This design comes from an exercise in tuning for small area, a short achievable clock period and few clock cycles per item on the open sky130 flow, not from production work.
RTL that was checked went through simulation tests only; none was proved equivalent to the original.
Power figures rest on the tool's default switching activity, not on a simulated workload.

Design systolic_top, start of the top module:
module systolic_top (
	input wire logic clk,
	input wire logic rst,
	input wire logic [23:0] horz_data,
	input wire logic [2:0] horz_we,
	output logic [2:0] horz_wrdy,
	input wire logic [47:0] obli_data,
	input wire logic [5:0] obli_we,
	output logic [5:0] obli_wrdy,
	output logic [7:0] dout,
	output logic dout_en
);
Size: roughly 730 cells after synthesis, about 220 flip-flops, about 100 I/O pins, roughly 0.0095 mm^2 of cells after synthesis.
==> flow/config.mk <==
export PLATFORM = sky130hd
export DESIGN_NAME = systolic_top
export DESIGN_NICKNAME = systolic_top
export VERILOG_FILES = /design/flow/design.v
export SDC_FILE = /design/flow/constraint.sdc
export NUM_CORES = 4
export LEC_CHECK = 0
export CAP_MARGIN = 20
export CORE_MARGIN = 2
export CORE_UTILIZATION = 40
export SETUP_SLACK_MARGIN = 2.8
export SLEW_MARGIN = 20
==> flow/constraint.sdc <==
create_clock -name core_clock -period 5.0 [get_ports {clk}]
set_input_delay 1.0000 -clock core_clock [delete_from_list [all_inputs] [get_ports {clk}]]
set_output_delay 1.0000 -clock core_clock [all_outputs]
set_load 0.01 [all_outputs]
standard.sh (not shown) runs the stock make flow with config.mk's settings and CLKGATE_MAP_FILE= SYNTH_SCRIPT=/design/flow/synth_recipe.tcl, a recipe that flattens the netlist after the stock synthesis.
==> flow/flow/run.sh <==
#!/bin/bash
# Standard layout (the standard.sh: standard synthesis through finish),
# with two changes to how the layout is made:
# - ports get a small plain buffer (buf_1) rather than the delay buffer that
#   buffer_ports picks by default; every input and output port is still
#   buffered, and the resizer may still upsize these buffers;
# - clock tree synthesis clusters up to 30 registers per leaf buffer and
#   inserts no dummy loads.
set -euo pipefail
export BUFFER_PORTS_ARGS="-buffer_cell sky130_fd_sc_hd__buf_1"
export CTS_ARGS="-sink_clustering_enable -repair_clock_nets -dont_use_dummy_load -sink_clustering_size 30 -sink_clustering_max_diameter 80"
bash standard.sh finish > standard_sh.log 2>&1
Testbench counts at the start, summed over its fixed seeds: cycles 3,925, sets 960.
Next try:
SETUP_SLACK_MARGIN = 2.9   (was 2.8)
Outcome: Final area climbs by about 3%; worst setup slack improved by 0.026 ns; via count climbs by about 1.4%; total power barely changes; global-route usage came out lower by 0.28 points; wire length came out lower by about 1.2%; clock power stays flat; combinational power stays flat; count of clock-buffer cells in the layout does not change; hold slack barely changes; utilization rose by 1.4 points.

---

try-xenon:
systolic_top, a different RTL version from the one above (not shown whole).
For scale: ~730 cells after synthesis, roughly 100 I/O pins, roughly 9300 um2 of cells after synthesis.
==> flow/config.mk <==
export PLATFORM = sky130hd
export DESIGN_NAME = systolic_top
export DESIGN_NICKNAME = systolic_top
export VERILOG_FILES = /design/flow/design.v
export SDC_FILE = /design/flow/constraint.sdc
export NUM_CORES = 4
export LEC_CHECK = 0
export CAP_MARGIN = 20
export CORE_MARGIN = 2
export CORE_UTILIZATION = 40
export SETUP_SLACK_MARGIN = 2.6
export SLEW_MARGIN = 20
==> flow/constraint.sdc <==
create_clock -name core_clock -period 5.0 [get_ports {clk}]
set_input_delay 1.0000 -clock core_clock [delete_from_list [all_inputs] [get_ports {clk}]]
set_output_delay 1.0000 -clock core_clock [all_outputs]
set_load 0.01 [all_outputs]
run.sh (not shown) runs the stock make flow with config.mk's settings and CLKGATE_MAP_FILE= SYNTH_SCRIPT=/design/flow/synth_recipe.tcl, a recipe that flattens the netlist after the stock synthesis.
Stock flow here: none of the scripts above is used.
diff inputs: try-xenon => try-garnet
- CTS_CLUSTER_SIZE newly set to 30
- CTS_BUF_LIST newly set to sky130_fd_sc_hd__clkbuf_8
- CTS_CLUSTER_DIAMETER newly set to 100
==> flow/flow/run.sh (new file) <==
#!/bin/bash
# Standard layout (the standard.sh: standard synthesis through finish),
# with one change: ports get a small plain buffer (buf_1/buf_2) rather than
# the delay buffer buffer_ports picks by default. Every input and output port
# is still buffered, and the resizer may still upsize these buffers.
set -euo pipefail
export BUFFER_PORTS_ARGS="-buffer_cell sky130_fd_sc_hd__buf_1"
bash standard.sh finish > standard_sh.log 2>&1
==> flow/standard.sh (new file) <==
#!/bin/bash
# synth_recipe.tcl (not shown) runs the flow's synth.tcl, then flattens the netlist and writes it again
# the make line also repeats each setting of config.mk as NAME=value (left out here)
make -C /OpenROAD-flow-scripts/flow DESIGN_CONFIG=/design/flow/config.mk WORK_HOME=/design/flow/orfs CLKGATE_MAP_FILE= SYNTH_SCRIPT=/design/flow/synth_recipe.tcl "${@:-finish}"
removed: flow/run.sh
Results
On count of clock-buffer cells in the layout, the lower figure sits with try-garnet, not try-xenon.
Delta (try-garnet minus try-xenon): horizontal extent of the die now sits at about the same level; required time at the worst-slack endpoint climbed 0.03 ns; storage element area now sits at about the same level; sequential share of layout area higher.
On total track usage: between try-xenon and try-garnet, it ends up lower for try-garnet.
Edits applied to the flow inputs when going from try-garnet to try-onyx:
- CORE_UTILIZATION now 60, was 40
==> comparison <==
- Of try-garnet and try-onyx, the lower shortest period the worst path allows belongs to try-garnet.
- Going from try-garnet to try-onyx, number of buffers added to fix hold violations after cts held; final standard cell count with taps included and fillers excluded went down about 7%.
- When try-onyx is measured against try-garnet, its critical path depth turns out 1 higher.
- In try-onyx, the critical-path maximum fanout came out 1 below the value in try-garnet.
No run of this note included a check of the RTL's function; only the layout flow was run.

---

== P ==
systolic_top again, from the RTL that the note above started with.
Settings: LEC_CHECK=0, CAP_MARGIN=20, CORE_MARGIN=2, CORE_UTILIZATION=40, CTS_CLUSTER_DIAMETER=100, CTS_CLUSTER_SIZE=40, SETUP_SLACK_MARGIN=2.6, SLEW_MARGIN=20; clock period 5.0 ns.
standard.sh (not shown) runs the stock make flow with config.mk's settings and CLKGATE_MAP_FILE= SYNTH_SCRIPT=/design/flow/synth_recipe.tcl, a recipe that flattens the netlist after the stock synthesis.
==> flow/flow/run.sh <==
#!/bin/bash
# Standard layout (the standard.sh: standard synthesis through finish),
# with one change: ports get a small plain buffer (buf_1/buf_2) rather than
# the delay buffer buffer_ports picks by default. Every input and output port
# is still buffered, and the resizer may still upsize these buffers.
set -euo pipefail
export BUFFER_PORTS_ARGS="-buffer_cell sky130_fd_sc_hd__buf_1"
bash standard.sh finish > standard_sh.log 2>&1
Input-level comparison between Q and P:
Settings: CTS_CLUSTER_DIAMETER removed (was 100); CTS_CLUSTER_SIZE removed (was 40); SETUP_SLACK_MARGIN changed from 2.6 to 3.0.
==> flow/run.sh (new file) <==
#!/bin/bash
# synth_recipe.tcl (not shown) runs the flow's synth.tcl, then flattens the netlist and writes it again
# the make line also repeats each setting of config.mk as NAME=value (left out here)
make -C /OpenROAD-flow-scripts/flow DESIGN_CONFIG=/design/flow/config.mk WORK_HOME=/design/flow/orfs CLKGATE_MAP_FILE= SYNTH_SCRIPT=/design/flow/synth_recipe.tcl finish
removed: flow/flow/run.sh
removed: flow/standard.sh
## What came out
Compared P against Q; tap cell count within noise. Critical path depth was lower in P than in Q. On Q: layout filler cell count is 182 lower than what P gave. Highest ir drop seen on vdd in Q vs P: down 4.9%. Against P, Q reports a smallest setup slack after layout that is higher. Compared with P, in Q hold slack about even, global-route wire length before repair rose 13%, average footprint of a synthesized cell about even.
Relative to Q, the following input files were edited for R:
Settings: SETUP_SLACK_MARGIN: 3.0 -> 2.6.
==> flow/flow/run.sh (new file) <==
#!/bin/bash
# Standard layout (the standard.sh: standard synthesis through finish),
# with one change: ports get a small plain buffer (buf_1/buf_2) rather than
# the delay buffer buffer_ports picks by default. Every input and output port
# is still buffered, and the resizer may still upsize these buffers.
set -euo pipefail
export BUFFER_PORTS_ARGS="-buffer_cell sky130_fd_sc_hd__buf_2"
bash standard.sh finish > standard_sh.log 2>&1
==> flow/standard.sh (new file) <==
#!/bin/bash
# synth_recipe.tcl (not shown) runs the flow's synth.tcl, then flattens the netlist and writes it again
# the make line also repeats each setting of config.mk as NAME=value (left out here)
make -C /OpenROAD-flow-scripts/flow DESIGN_CONFIG=/design/flow/config.mk WORK_HOME=/design/flow/orfs CLKGATE_MAP_FILE= SYNTH_SCRIPT=/design/flow/synth_recipe.tcl "${@:-finish}"
removed: flow/run.sh
[summary]
R did not stop at any stage, and its layout met the timing, DRC and antenna checks.
R vs Q: worst stage delay on the critical path up in R
Changes observed in R relative to Q: buffering overhead shows a reduction of 5.7 points, proportion of total power due to net switching moved down.
Total of fill cells in the finished design went up by more than 10% going from Q to R.
From Q to R the numbers moved as follows: global routing met1 resource utilization lost 2.7 points; clock skew after layout went up 0.0057 ns; core utilization of the finished layout lower; placed wire-length estimate after detailed placement now smaller.
[inputs] S vs R
Settings: CTS_CLUSTER_DIAMETER newly set to 100; CTS_BUF_LIST newly set to sky130_fd_sc_hd__clkbuf_8; SETUP_SLACK_MARGIN changed from 2.6 to 2.8; CTS_CLUSTER_SIZE newly set to 30.
-- flow/flow/run.sh --
<<< R, line 7
export BUFFER_PORTS_ARGS="-buffer_cell sky130_fd_sc_hd__buf_2"
>>> S, line 7
export BUFFER_PORTS_ARGS="-buffer_cell sky130_fd_sc_hd__buf_1"
- S reached the final stage; the timing, DRC and antenna checks on its layout passed.
- Having completed the whole flow, R delivered a layout that passed the timing, DRC and antenna checks.
- [compare] base=R new=S: maximum vdd ir drop picked up an extra about 4%, shortest clock period the worst path allows after layout shows a reduction of 0.086 ns, clock-pin slew of the registers on the worst-case setup and hold paths +0.05 ns.
No run of this note included a check of the RTL's function; only the layout flow was run.

---

the reference run:
systolic_top, a different RTL version from the one above (not shown whole).
Size: roughly 680 cells after synthesis, about 190 flip-flops, ~8800 um^2 of cells after synthesis.
==> flow/config.mk <==
export PLATFORM = sky130hd
export DESIGN_NAME = systolic_top
export DESIGN_NICKNAME = systolic_top
export VERILOG_FILES = /design/flow/design.v
export SDC_FILE = /design/flow/constraint.sdc
export NUM_CORES = 4
export LEC_CHECK = 0
export CAP_MARGIN = 20
export CORE_MARGIN = 2
export CORE_UTILIZATION = 40
export CTS_BUF_LIST = sky130_fd_sc_hd__clkbuf_8
export CTS_CLUSTER_DIAMETER = 100
export CTS_CLUSTER_SIZE = 30
export PLACE_DENSITY = 0.75
export SETUP_SLACK_MARGIN = 2.5
export SLEW_MARGIN = 20
==> flow/constraint.sdc <==
create_clock -name core_clock -period 5.0 [get_ports {clk}]
set_input_delay 1.0000 -clock core_clock [delete_from_list [all_inputs] [get_ports {clk}]]
set_output_delay 1.0000 -clock core_clock [all_outputs]
set_load 0.01 [all_outputs]
==> flow/flow/run.sh <==
#!/bin/bash
# Standard layout (the standard.sh: standard synthesis through finish),
# with one change: ports get a small plain buffer (buf_1/buf_2) rather than
# the delay buffer buffer_ports picks by default. Every input and output port
# is still buffered, and the resizer may still upsize these buffers.
set -euo pipefail
export BUFFER_PORTS_ARGS="-buffer_cell sky130_fd_sc_hd__buf_1"
bash standard.sh finish > standard_sh.log 2>&1
Testbench counts of the reference run, summed over its fixed seeds: cycles 3,917, sets 960.
## Diff of input files: the trial run against the reference run
- a deleted PLACE_DENSITY that had been 0.75
--- outcome ---
- Taking the reference run as the reference, in the trial run global-route usage essentially unchanged; final wirelength decreased by about 2.3% relative to the old numbers; total power shrank by 1.4%; total iterations of the first detailed-routing run went up by 2.

---

Another version of the RTL of systolic_top (not shown whole).
Size: ~210 flip-flops.
Settings: LEC_CHECK=0, CAP_MARGIN=20, CORE_MARGIN=2, CORE_UTILIZATION=40, CTS_BUF_LIST=sky130_fd_sc_hd__clkbuf_8 sky130_fd_sc_hd__clkbuf_16, SETUP_SLACK_MARGIN=2.8, SLEW_MARGIN=20; clock period 5.0 ns.
Scripts as last shown in full above: flow/flow/run.sh
The first run completed without violations.
==> next run, changes <==
Settings changed: CTS_BUF_LIST sky130_fd_sc_hd__clkbuf_8 sky130_fd_sc_hd__clkbuf_16 to unset.
The new run ran to the end with no violations.
Register-to-register slack improved by 20 ps.
Synthesized area stays the same.
Sequential cell count stays the same.
Worst hold slack stays the same.
Clock-buffer cell count rises by 7.
Setup slack improved by 21 ps.
Function was not checked in any run of this note: the RTL went through the layout flow alone.

---

Setup of old:
systolic_top with an RTL version that a note above also has.
For scale: roughly 730 cells after synthesis, ~220 flip-flops, about 100 I/O pins, ~9500 um2 of cells after synthesis.
==> flow/config.mk <==
export PLATFORM = sky130hd
export DESIGN_NAME = systolic_top
export DESIGN_NICKNAME = systolic_top
export VERILOG_FILES = /design/flow/design.v
export SDC_FILE = /design/flow/constraint.sdc
export NUM_CORES = 4
export LEC_CHECK = 0
export CAP_MARGIN = 20
export CORE_MARGIN = 2
export CORE_UTILIZATION = 40
export SETUP_SLACK_MARGIN = 2.7
export SLEW_MARGIN = 20
==> flow/constraint.sdc <==
create_clock -name core_clock -period 5.0 [get_ports {clk}]
set_input_delay 1.0000 -clock core_clock [delete_from_list [all_inputs] [get_ports {clk}]]
set_output_delay 1.0000 -clock core_clock [all_outputs]
set_load 0.01 [all_outputs]
==> flow/flow/run.sh <==
#!/bin/bash
# Standard layout (the standard.sh: standard synthesis through finish),
# with two changes to how the layout is made:
# - ports get a small plain buffer (buf_1) rather than the delay buffer that
#   buffer_ports picks by default; every input and output port is still
#   buffered, and the resizer may still upsize these buffers;
# - clock tree synthesis clusters up to 30 registers per leaf buffer and
#   inserts no dummy loads.
set -euo pipefail
export BUFFER_PORTS_ARGS="-buffer_cell sky130_fd_sc_hd__buf_1"
export CTS_ARGS="-sink_clustering_enable -repair_clock_nets -dont_use_dummy_load -sink_clustering_size 30 -sink_clustering_max_diameter 80"
bash standard.sh finish > standard_sh.log 2>&1
old completed every stage of the flow, and the final layout passed the timing, DRC and antenna checks.
Testbench counts of old, summed over its fixed seeds: cycles 3,925, sets 960.
For new, these inputs were changed with respect to old:
- SETUP_SLACK_MARGIN: 2.7 -> 2.8
- CORE_UTILIZATION: 40 -> 55
## What came out
Of new and old, it is new that has the lower relative slew slack. Final critical-path required period, old and new: larger value in old. new: wire length of the first global-routing pass 1.2% below old.

-- afterwards: timing with drivers on the ports --
Ports are ideal in the flow. The routed layouts listed here were re-timed in OpenROAD.
Step 1 sets driving cells, clkbuf_16 on the clock port and buf_2 on the other inputs (assumed; they add their load-dependent delay and slew).
Step 2, shift: input delay + t, output delay - t, t = (earliest + latest rising clock arrival at the registers) / 2. This alone moves slack from input paths to output paths.
Slacks: ideal ports / drivers / drivers and shift; pairs: ideal ports / drivers.
run	t (ns)	setup slack, ns	worst hold slack (ns)	clock arrival spread, ns	slew at the worst register clock pin (ns)
the first run of note 1	0.500	2.839 / 2.832 / 2.620	0.340 / 0.340 / 0.340	0.075 / 0.075	0.10 / 0.10
the second run of note 1	0.508	2.865 / 2.865 / 2.697	0.338 / 0.338 / 0.338	0.060 / 0.060	0.10 / 0.10
try-xenon	0.476	2.617 / 2.574 / 2.295	0.422 / 0.422 / 0.422	0.013 / 0.013	0.08 / 0.08
try-garnet	0.499	2.625 / 2.625 / 2.487	0.429 / 0.429 / 0.429	0.017 / 0.018	0.11 / 0.11
try-onyx	0.497	2.572 / 2.572 / 2.537	0.432 / 0.432 / 0.432	0.021 / 0.021	0.12 / 0.12
P	0.466	2.650 / 2.650 / 2.472	0.421 / 0.421 / 0.421	0.011 / 0.011	0.07 / 0.07
Q	0.475	2.684 / 2.684 / 2.622	0.422 / 0.422 / 0.422	0.010 / 0.010	0.08 / 0.08
R	0.463	2.594 / 2.594 / 2.594	0.422 / 0.422 / 0.422	0.015 / 0.015	0.08 / 0.08
S	0.507	2.679 / 2.679 / 2.490	0.423 / 0.423 / 0.423	0.028 / 0.028	0.12 / 0.12
the reference run	0.512	2.517 / 2.517 / 2.517	0.411 / 0.411 / 0.411	0.017 / 0.017	0.10 / 0.10
the trial run	0.508	2.578 / 2.578 / 2.578	0.419 / 0.419 / 0.419	0.018 / 0.018	0.11 / 0.11
the first run of note 5	0.553	2.837 / 2.810 / 2.643	0.328 / 0.328 / 0.328	0.032 / 0.032	0.06 / 0.06
the second run of note 5	0.553	2.858 / 2.811 / 2.642	0.328 / 0.328 / 0.328	0.032 / 0.032	0.06 / 0.06
old	0.507	2.775 / 2.775 / 2.662	0.312 / 0.312 / 0.312	0.077 / 0.078	0.11 / 0.11
new	0.503	2.805 / 2.805 / 2.571	0.339 / 0.339 / 0.339	0.044 / 0.044	0.10 / 0.10
After both steps every run listed still meets setup and hold. For try-xenon, which loses most, drivers alone change the setup slack by -0.043 ns; drivers and shift together by -0.322 ns.
